This is an optimization exercise on Yosys and OpenROAD, whose aim is small area and a short achievable clock period, not a production implementation.
Where RTL was checked, it was by simulation tests only, not by an equivalence proof against the original.
Power is estimated from default activity; no workload was simulated.

==> v29 <==
==> flow/design.v <==
`default_nettype none
`timescale 1ns/1ps
package gmii_rx_pkg;
        typedef logic [9-1:0] frame_word_t;
        typedef logic [19-1:0]   rx_ts_t;
        typedef logic [0:0]                 port_id_t;
        typedef enum logic [2:0] {
                RD_IDLE    = 3'd0,
                RD_HEAD    = 3'd1,
                RD_TRAN    = 3'd2,
                RD_DISCARD = 3'd3,
                RD_UFLOW   = 3'd4
        } rd_state_e;
        typedef enum logic {
                MG_IDLE = 1'b0,
                MG_HOLD = 1'b1
        } mg_state_e;
        typedef struct packed {
                logic        wr;
                frame_word_t word;
                rx_ts_t      ts;
                logic        tail;
                logic        underflow;
        } rx_beat_s;
        typedef struct packed {
                port_id_t port;
                rx_beat_s beat;
        } mrg_beat_s;
endpackage
`default_nettype wire
`timescale 1ns/1ps
`default_nettype none
module gmii_rx_top
(
        input  wire logic       i_clk,
        input  wire logic       i_rst_n,
        input  wire logic [7:0] i_rxd0,
        input  wire logic       i_rx_dv0,
        input  wire logic [7:0] i_rxd1,
        input  wire logic       i_rx_dv1,
        input  wire logic [18:0] i_timer,
        output logic            o_port,
        output logic            o_wr,
        output logic [8:0]      o_word,
        output logic [18:0]     o_ts,
        output logic            o_tail,
        output logic            o_underflow
);
        logic [1:0] dv;
        logic [7:0] rxd [2];
        assign dv     = {i_rx_dv1, i_rx_dv0};
        assign rxd[0] = i_rxd0;
        assign rxd[1] = i_rxd1;
        logic [1:0] bcnt [2];
        logic [7:0] hold [2];
        logic [1:0] wr;
        logic [1:0] wmark;
        logic [8:0] mem0 [64];
        logic [8:0] mem1 [64];
        logic [6:0] wptr [2];
        logic [7:0] wlo [2];
        logic [7:0] whi [2];
        logic [6:0] rptr [2];
        logic [1:0] empty;
        logic [7:0] rlo [2];
        logic [7:0] rhi [2];
        logic [7:0] rlon [2];
        logic [1:0] rd;
        logic [1:0] st_idle, st_head, st_tran, st_disc;
        logic [1:0] dly [2];
        logic [1:0] vld;
        logic [1:0] rmark;
        logic [7:0] rdata;
        logic [1:0] req, grant;
        logic       mg_hold, cur, prio;
        logic       b_wr, b_head, b_tail, b_uflow;
        logic [7:0] b_data;
        logic [18:0] timer_d;
        genvar p;
        generate
                for (p = 0; p < 2; p++) begin : g_port
                        always_ff @(posedge i_clk or negedge i_rst_n) begin
                                if (!i_rst_n) begin
                                        bcnt[p] <= 2'd0;
                                end else if (!dv[p]) begin
                                        bcnt[p] <= 2'd0;
                                end else if (!bcnt[p][1]) begin
                                        bcnt[p] <= bcnt[p] + 2'd1;
                                end
                        end
                        always_ff @(posedge i_clk) begin
                                hold[p] <= rxd[p];
                        end
                        assign wr[p]    = bcnt[p][1] | (bcnt[p][0] & dv[p]);
                        assign wmark[p] = bcnt[p][0] | !dv[p];
                        logic eq_w, eq_r;
                        assign eq_w = (7'(wptr[p] + 7'd1) == rptr[p]);
                        assign eq_r = (wptr[p] == 7'(rptr[p] + 7'd1));
                        always_ff @(posedge i_clk or negedge i_rst_n) begin
                                if (!i_rst_n) begin
                                        wptr[p]  <= '0;
                                        wlo[p]   <= 8'd1;
                                        whi[p]   <= 8'd1;
                                        rptr[p]  <= '0;
                                        empty[p] <= 1'b1;
                                        rlo[p]   <= 8'd1;
                                        rlon[p]  <= 8'hfe;
                                        rhi[p]   <= 8'd1;
                                end else begin
                                        if (wr[p]) wptr[p] <= wptr[p] + 7'd1;
                                        if (wr[p]) wlo[p] <= {wlo[p][6:0], wlo[p][7]};
                                        if (wr[p] && wlo[p][7]) whi[p] <= {whi[p][6:0], whi[p][7]};
                                        if (rd[p]) rptr[p] <= rptr[p] + 7'd1;
                                        if (rd[p]) rlo[p] <= {rlo[p][6:0], rlo[p][7]};
                                        if (rd[p]) rlon[p] <= {rlon[p][6:0], rlon[p][7]};
                                        if (rd[p] && rlo[p][7]) rhi[p] <= {rhi[p][6:0], rhi[p][7]};
                                        if (rd[p]) empty[p] <= !wr[p] && eq_r;
                                        else if (wr[p]) empty[p] <= eq_w;
                                end
                        end
                        assign req[p] = st_idle[p] && !empty[p];
                        always_comb begin
                                rd[p] = 1'b0;
                                if (st_idle[p]) rd[p] = grant[p] && !empty[p] && dly[p][1];
                                if (st_head[p]) rd[p] = !empty[p];
                                if (st_tran[p] || st_disc[p]) rd[p] = !empty[p] && !(vld[p] && rmark[p]);
                        end
                        always_ff @(posedge i_clk or negedge i_rst_n) begin
                                if (!i_rst_n) begin
                                        st_idle[p] <= 1'b1;
                                        st_head[p] <= 1'b0;
                                        st_tran[p] <= 1'b0;
                                        st_disc[p] <= 1'b0;
                                        dly[p]     <= 2'd0;
                                        vld[p]     <= 1'b0;
                                end else begin
                                        vld[p] <= rd[p];
                                        if (st_idle[p]) begin
                                                if (grant[p] && !empty[p]) begin
                                                        if (dly[p][1]) begin
                                                                dly[p]     <= 2'd0;
                                                                st_idle[p] <= 1'b0;
                                                                st_head[p] <= 1'b1;
                                                        end else begin
                                                                dly[p] <= dly[p] + 2'd1;
                                                        end
                                                end else begin
                                                        dly[p] <= 2'd0;
                                                end
                                        end
                                        if (st_head[p]) begin
                                                st_head[p] <= 1'b0;
                                                if (vld[p] && rmark[p]) st_tran[p] <= 1'b1;
                                                else st_disc[p] <= 1'b1;
                                        end
                                        if (st_tran[p]) begin
                                                if (!vld[p]) begin
                                                        st_tran[p] <= 1'b0;
                                                        st_disc[p] <= 1'b1;
                                                end else if (rmark[p]) begin
                                                        st_tran[p] <= 1'b0;
                                                        st_idle[p] <= 1'b1;
                                                end
                                        end
                                        if (st_disc[p]) begin
                                                if (vld[p] && rmark[p]) begin
                                                        st_disc[p] <= 1'b0;
                                                        st_idle[p] <= 1'b1;
                                                end
                                        end
                                end
                        end
                end
        endgenerate
        always_ff @(posedge i_clk) begin
                for (int i = 0; i < 64; i++) begin
                        if (wr[0] && wlo[0][i % 8] && whi[0][i / 8]) mem0[i] <= {wmark[0], hold[0]};
                        if (wr[1] && wlo[1][i % 8] && whi[1][i / 8]) mem1[i] <= {wmark[1], hold[1]};
                end
        end
        logic [8:0] grp0 [8];
        logic [8:0] grp1 [8];
        logic [8:0] rd_w0, rd_w1;
        logic [7:0] rd_d;
        always_comb begin
                for (int h = 0; h < 8; h++) begin
                        grp0[h] = '0;
                        grp1[h] = '0;
                        for (int l = 0; l < 8; l++) begin
                                grp0[h] = grp0[h] | (mem0[8*h+l] & {{4{!rlon[0][l]}}, {5{rlo[0][l]}}});
                                grp1[h] = grp1[h] | (mem1[8*h+l] & {{4{!rlon[1][l]}}, {5{rlo[1][l]}}});
                        end
                end
                rd_w0 = '0;
                rd_w1 = '0;
                rd_d  = '0;
                for (int h = 0; h < 8; h++) begin
                        rd_w0 = rd_w0 | (grp0[h] & {9{rhi[0][h]}});
                        rd_w1 = rd_w1 | (grp1[h] & {9{rhi[1][h]}});
                        rd_d  = rd_d | (grp0[h][7:0] & {8{rhi[0][h] & !cur}})
                                     | (grp1[h][7:0] & {8{rhi[1][h] & cur}});
                end
        end
        always_ff @(posedge i_clk) begin
                rmark[0] <= rd_w0[8];
                rmark[1] <= rd_w1[8];
                rdata    <= rd_d;
                b_data   <= rdata;
                timer_d  <= i_timer;
        end
        logic [1:0] e_head, e_body, e_tail, e_uflow;
        assign e_head  = st_head & vld & rmark;
        assign e_uflow = st_tran & ~vld;
        assign e_tail  = st_tran & vld & rmark;
        assign e_body  = st_tran & vld & ~rmark;
        always_ff @(posedge i_clk or negedge i_rst_n) begin
                if (!i_rst_n) begin
                        b_wr    <= 1'b0;
                        b_head  <= 1'b0;
                        b_tail  <= 1'b0;
                        b_uflow <= 1'b0;
                end else begin
                        b_wr    <= |(e_head | e_body | e_tail | e_uflow);
                        b_head  <= |e_head;
                        b_tail  <= |e_tail;
                        b_uflow <= |e_uflow;
                end
        end
        assign grant[0] = mg_hold && !cur;
        assign grant[1] = mg_hold && cur;
        always_ff @(posedge i_clk or negedge i_rst_n) begin
                if (!i_rst_n) begin
                        mg_hold     <= 1'b0;
                        cur         <= 1'b0;
                        prio        <= 1'b0;
                        o_port      <= 1'b0;
                        o_wr        <= 1'b0;
                        o_word      <= '0;
                        o_ts        <= '0;
                        o_tail      <= 1'b0;
                        o_underflow <= 1'b0;
                end else begin
                        if (!mg_hold) begin
                                if (req[0] || req[1]) begin
                                        mg_hold <= 1'b1;
                                        cur     <= (req[0] && req[1]) ? prio : req[1];
                                end
                        end else if (b_tail || b_uflow) begin
                                mg_hold <= 1'b0;
                                prio    <= !cur;
                        end
                        o_port      <= b_wr && cur;
                        o_wr        <= b_wr;
                        o_word[8]   <= b_head || b_tail || b_uflow;
                        o_word[7:0] <= (b_wr && !b_uflow) ? b_data : 8'd0;
                        o_ts        <= b_head ? timer_d : 19'd0;
                        o_tail      <= b_tail;
                        o_underflow <= b_uflow;
                end
        end
endmodule
`default_nettype wire
==> flow/run.sh <==
#!/bin/bash
# synth_recipe.tcl (not shown) runs the flow's synth.tcl, then flattens the netlist and writes it again
# the make line also repeats each setting of config.mk as NAME=value (left out here)
make -C /OpenROAD-flow-scripts/flow DESIGN_CONFIG=/design/flow/config.mk WORK_HOME=/design/flow/orfs CLKGATE_MAP_FILE= SYNTH_SCRIPT=/design/flow/synth_recipe.tcl finish
==> flow/config.mk <==
export PLATFORM = sky130hd
export DESIGN_NAME = gmii_rx_top
export DESIGN_NICKNAME = gmii_rx_top
export VERILOG_FILES = /design/flow/design.v
export SDC_FILE = /design/flow/constraint.sdc
export NUM_CORES = 4
export LEC_CHECK = 0
export CAP_MARGIN = 20
export CORE_MARGIN = 2
export CORE_UTILIZATION = 45
export CTS_CLUSTER_DIAMETER = 100
export CTS_CLUSTER_SIZE = 24
export SETUP_SLACK_MARGIN = 2.0
export SLEW_MARGIN = 20
==> flow/constraint.sdc <==
create_clock -name core_clock -period 4.0 [get_ports {i_clk}]
set_input_delay 0.8000 -clock core_clock [delete_from_list [all_inputs] [get_ports {i_clk}]]
set_output_delay 0.8000 -clock core_clock [all_outputs]
set_load 0.01 [all_outputs]
==> v13: changes against v29 <==
--- a/flow/design.v
+++ b/flow/design.v
@@ -60,4 +60,2 @@
         logic [6:0] wptr [2];
-        logic [7:0] wlo [2];
-        logic [7:0] whi [2];
         logic [6:0] rptr [2];
@@ -66,3 +64,2 @@
         logic [7:0] rhi [2];
-        logic [7:0] rlon [2];
         logic [1:0] rd;
@@ -101,4 +98,2 @@
                                         wptr[p]  <= '0;
-                                        wlo[p]   <= 8'd1;
-                                        whi[p]   <= 8'd1;
                                         rptr[p]  <= '0;
@@ -106,3 +101,2 @@
                                         rlo[p]   <= 8'd1;
-                                        rlon[p]  <= 8'hfe;
                                         rhi[p]   <= 8'd1;
@@ -110,7 +104,4 @@
                                         if (wr[p]) wptr[p] <= wptr[p] + 7'd1;
-                                        if (wr[p]) wlo[p] <= {wlo[p][6:0], wlo[p][7]};
-                                        if (wr[p] && wlo[p][7]) whi[p] <= {whi[p][6:0], whi[p][7]};
                                         if (rd[p]) rptr[p] <= rptr[p] + 7'd1;
                                         if (rd[p]) rlo[p] <= {rlo[p][6:0], rlo[p][7]};
-                                        if (rd[p]) rlon[p] <= {rlon[p][6:0], rlon[p][7]};
                                         if (rd[p] && rlo[p][7]) rhi[p] <= {rhi[p][6:0], rhi[p][7]};
@@ -175,6 +166,4 @@
         always_ff @(posedge i_clk) begin
-                for (int i = 0; i < 64; i++) begin
-                        if (wr[0] && wlo[0][i % 8] && whi[0][i / 8]) mem0[i] <= {wmark[0], hold[0]};
-                        if (wr[1] && wlo[1][i % 8] && whi[1][i / 8]) mem1[i] <= {wmark[1], hold[1]};
-                end
+                if (wr[0]) mem0[wptr[0][5:0]] <= {wmark[0], hold[0]};
+                if (wr[1]) mem1[wptr[1][5:0]] <= {wmark[1], hold[1]};
         end
@@ -189,4 +178,4 @@
                         for (int l = 0; l < 8; l++) begin
-                                grp0[h] = grp0[h] | (mem0[8*h+l] & {{4{!rlon[0][l]}}, {5{rlo[0][l]}}});
-                                grp1[h] = grp1[h] | (mem1[8*h+l] & {{4{!rlon[1][l]}}, {5{rlo[1][l]}}});
+                                grp0[h] = grp0[h] | (mem0[8*h+l] & {9{rlo[0][l]}});
+                                grp1[h] = grp1[h] | (mem1[8*h+l] & {9{rlo[1][l]}});
                         end
Settings changed: SETUP_SLACK_MARGIN 2.0 to 1.8.
==> v9: changes against v29 <==
==> flow/design.v, changed modules only <==
module gmii_rx_top
(
        input  wire logic       i_clk,
        input  wire logic       i_rst_n,
        input  wire logic [7:0] i_rxd0,
        input  wire logic       i_rx_dv0,
        input  wire logic [7:0] i_rxd1,
        input  wire logic       i_rx_dv1,
        input  wire logic [18:0] i_timer,
        output logic            o_port,
        output logic            o_wr,
        output logic [8:0]      o_word,
        output logic [18:0]     o_ts,
        output logic            o_tail,
        output logic            o_underflow
);
        logic [1:0] dv;
        logic [7:0] rxd [2];
        assign dv     = {i_rx_dv1, i_rx_dv0};
        assign rxd[0] = i_rxd0;
        assign rxd[1] = i_rxd1;
        logic [1:0] bcnt [2];
        logic [7:0] hold [2];
        logic [1:0] wr;
        logic [1:0] wmark;
        logic [7:0] mem_d0 [64];
        logic [7:0] mem_d1 [64];
        logic [63:0] mem_m0;
        logic [63:0] mem_m1;
        logic [6:0] wptr [2];
        logic [6:0] rptr [2];
        logic [1:0] empty;
        logic [1:0] rd;
        logic [1:0] st_idle, st_head, st_tran, st_disc;
        logic [1:0] dly [2];
        logic [1:0] vld;
        logic [1:0] rmark;
        logic [7:0] rdata;
        logic [1:0] req, grant;
        logic       mg_hold, cur, prio;
        logic       b_wr, b_head, b_tail, b_uflow;
        logic [7:0] b_data;
        logic [18:0] timer_d;
        genvar p;
        generate
                for (p = 0; p < 2; p++) begin : g_port
                        always_ff @(posedge i_clk or negedge i_rst_n) begin
                                if (!i_rst_n) begin
                                        bcnt[p] <= 2'd0;
                                end else if (!dv[p]) begin
                                        bcnt[p] <= 2'd0;
                                end else if (!bcnt[p][1]) begin
                                        bcnt[p] <= bcnt[p] + 2'd1;
                                end
                        end
                        always_ff @(posedge i_clk) begin
                                hold[p] <= rxd[p];
                        end
                        assign wr[p]    = bcnt[p][1] | (bcnt[p][0] & dv[p]);
                        assign wmark[p] = bcnt[p][0] | !dv[p];
                        logic eq_w, eq_r;
                        assign eq_w = (7'(wptr[p] + 7'd1) == rptr[p]);
                        assign eq_r = (wptr[p] == 7'(rptr[p] + 7'd1));
                        always_ff @(posedge i_clk or negedge i_rst_n) begin
                                if (!i_rst_n) begin
                                        wptr[p]  <= '0;
                                        rptr[p]  <= '0;
                                        empty[p] <= 1'b1;
                                end else begin
                                        if (wr[p]) wptr[p] <= wptr[p] + 7'd1;
                                        if (rd[p]) rptr[p] <= rptr[p] + 7'd1;
                                        if (rd[p]) empty[p] <= !wr[p] && eq_r;
                                        else if (wr[p]) empty[p] <= eq_w;
                                end
                        end
                        assign req[p] = st_idle[p] && !empty[p];
                        always_comb begin
                                rd[p] = 1'b0;
                                if (st_idle[p]) rd[p] = grant[p] && !empty[p] && dly[p][1];
                                if (st_head[p]) rd[p] = !empty[p];
                                if (st_tran[p] || st_disc[p]) rd[p] = !empty[p] && !(vld[p] && rmark[p]);
                        end
                        always_ff @(posedge i_clk or negedge i_rst_n) begin
                                if (!i_rst_n) begin
                                        st_idle[p] <= 1'b1;
                                        st_head[p] <= 1'b0;
                                        st_tran[p] <= 1'b0;
                                        st_disc[p] <= 1'b0;
                                        dly[p]     <= 2'd0;
                                        vld[p]     <= 1'b0;
                                end else begin
                                        vld[p] <= rd[p];
                                        if (st_idle[p]) begin
                                                if (grant[p] && !empty[p]) begin
                                                        if (dly[p][1]) begin
                                                                dly[p]     <= 2'd0;
                                                                st_idle[p] <= 1'b0;
                                                                st_head[p] <= 1'b1;
                                                        end else begin
                                                                dly[p] <= dly[p] + 2'd1;
                                                        end
                                                end else begin
                                                        dly[p] <= 2'd0;
                                                end
                                        end
                                        if (st_head[p]) begin
                                                st_head[p] <= 1'b0;
                                                if (vld[p] && rmark[p]) st_tran[p] <= 1'b1;
                                                else st_disc[p] <= 1'b1;
                                        end
                                        if (st_tran[p]) begin
                                                if (!vld[p]) begin
                                                        st_tran[p] <= 1'b0;
                                                        st_disc[p] <= 1'b1;
                                                end else if (rmark[p]) begin
                                                        st_tran[p] <= 1'b0;
                                                        st_idle[p] <= 1'b1;
                                                end
                                        end
                                        if (st_disc[p]) begin
                                                if (vld[p] && rmark[p]) begin
                                                        st_disc[p] <= 1'b0;
                                                        st_idle[p] <= 1'b1;
                                                end
                                        end
                                end
                        end
                end
        endgenerate
        always_ff @(posedge i_clk) begin
                if (wr[0]) begin
                        mem_d0[wptr[0][5:0]] <= hold[0];
                        mem_m0[wptr[0][5:0]] <= wmark[0];
                end
                if (wr[1]) begin
                        mem_d1[wptr[1][5:0]] <= hold[1];
                        mem_m1[wptr[1][5:0]] <= wmark[1];
                end
        end
        logic [63:0] rsel0, rsel1;
        logic [7:0]  rd_d0, rd_d1;
        logic        rd_m0, rd_m1;
        always_comb begin
                for (int i = 0; i < 64; i++) begin
                        rsel0[i] = (rptr[0][5:0] == 6'(i));
                        rsel1[i] = (rptr[1][5:0] == 6'(i));
                end
                rd_d0 = '0;
                rd_d1 = '0;
                rd_m0 = |(mem_m0 & rsel0);
                rd_m1 = |(mem_m1 & rsel1);
                for (int i = 0; i < 64; i++) begin
                        rd_d0 = rd_d0 | (mem_d0[i] & {8{rsel0[i]}});
                        rd_d1 = rd_d1 | (mem_d1[i] & {8{rsel1[i]}});
                end
        end
        always_ff @(posedge i_clk) begin
                rmark[0] <= rd_m0;
                rmark[1] <= rd_m1;
                rdata    <= cur ? rd_d1 : rd_d0;
                b_data   <= rdata;
                timer_d  <= i_timer;
        end
        logic [1:0] e_head, e_body, e_tail, e_uflow;
        assign e_head  = st_head & vld & rmark;
        assign e_uflow = st_tran & ~vld;
        assign e_tail  = st_tran & vld & rmark;
        assign e_body  = st_tran & vld & ~rmark;
        always_ff @(posedge i_clk or negedge i_rst_n) begin
                if (!i_rst_n) begin
                        b_wr    <= 1'b0;
                        b_head  <= 1'b0;
                        b_tail  <= 1'b0;
                        b_uflow <= 1'b0;
                end else begin
                        b_wr    <= |(e_head | e_body | e_tail | e_uflow);
                        b_head  <= |e_head;
                        b_tail  <= |e_tail;
                        b_uflow <= |e_uflow;
                end
        end
        assign grant[0] = mg_hold && !cur;
        assign grant[1] = mg_hold && cur;
        always_ff @(posedge i_clk or negedge i_rst_n) begin
                if (!i_rst_n) begin
                        mg_hold     <= 1'b0;
                        cur         <= 1'b0;
                        prio        <= 1'b0;
                        o_port      <= 1'b0;
                        o_wr        <= 1'b0;
                        o_word      <= '0;
                        o_ts        <= '0;
                        o_tail      <= 1'b0;
                        o_underflow <= 1'b0;
                end else begin
                        if (!mg_hold) begin
                                if (req[0] || req[1]) begin
                                        mg_hold <= 1'b1;
                                        cur     <= (req[0] && req[1]) ? prio : req[1];
                                end
                        end else if (b_tail || b_uflow) begin
                                mg_hold <= 1'b0;
                                prio    <= !cur;
                        end
                        o_port      <= b_wr && cur;
                        o_wr        <= b_wr;
                        o_word[8]   <= b_head || b_tail || b_uflow;
                        o_word[7:0] <= (b_wr && !b_uflow) ? b_data : 8'd0;
                        o_ts        <= b_head ? timer_d : 19'd0;
                        o_tail      <= b_tail;
                        o_underflow <= b_uflow;
                end
        end
endmodule
Settings changed: CORE_UTILIZATION 45 to 40, CTS_CLUSTER_DIAMETER 100 to unset, CTS_CLUSTER_SIZE 24 to unset, SETUP_SLACK_MARGIN 2.0 to unset.
==> comparison table <==
	v9	v13	v29
Run status	complete, but fails checks	timing/DRC/antenna clean	timing/DRC/antenna clean
Violated checks	setup timing	-	-
Internal power contribution	23,900 µW	19,000 µW	19,500 µW
Highest attainable clock frequency	248 MHz	440 MHz	410 MHz
Cell variety after synth	80	57	53
Number of antenna violations at the first check in global routing	12	4	5
Path length in cells of the critical path	9	7	6
Clock Sink Count	1,292	1,324	1,372
Reg2reg path depth	9	7	6
Synth Register Bits	1,292	1,324	1,372
Critical register-to-register path endpoint	rdata[7]$_DFF_P_	rdata[4]$_DFF_P_	rdata[7]$_DFF_P_
Via count of the first global-routing pass	33.6k	27.0k	29.0k
Die extent in x	360 µm	331 µm	337 µm
Effective utilization at floorplan	0.403	0.454	0.452
Core occupancy in the finished layout	0.480	0.526	0.535
H-Tree Level Count	4	2	3
Only the layout flow was run in v9; the RTL was not checked for function there.

## afterwards: timing with drivers on the ports
The flow's constraints put no driver on any port. The routed layouts listed below were extracted and timed again, unchanged, in two steps. Step 1 (the two cells are an assumption about what drives the block):
set clk [get_ports {i_clk}]
set_driving_cell -lib_cell sky130_fd_sc_hd__clkbuf_16 $clk
set_driving_cell -lib_cell sky130_fd_sc_hd__buf_2 [delete_from_list [all_inputs] $clk]
Step 2 times the ports against the registers' clock, not the clock port: input delays grow and output delays shrink by t, the midpoint of the rising clock arrivals with the driver on. Three values: ideal ports, drivers, drivers and shift; two values: the first two.
run | t (ns) | slack for setup (ns) | worst setup path at the end | clock arrival spread, ns | pins driven straight from the clock port
v29 | 0.735 | 1.562 / 1.562 / 1.474 | input to register | 0.040 / 0.040 | 1
v13 | 0.767 | 1.728 / 1.728 / 1.133 | input to register | 0.043 / 0.042 | 1
v9 | 0.868 | -0.035 / -0.035 / -0.035 | register to register | 0.043 / 0.042 | 1
For v13, which loses most, drivers alone change the setup slack by 0.000 ns; drivers and shift together by -0.595 ns.
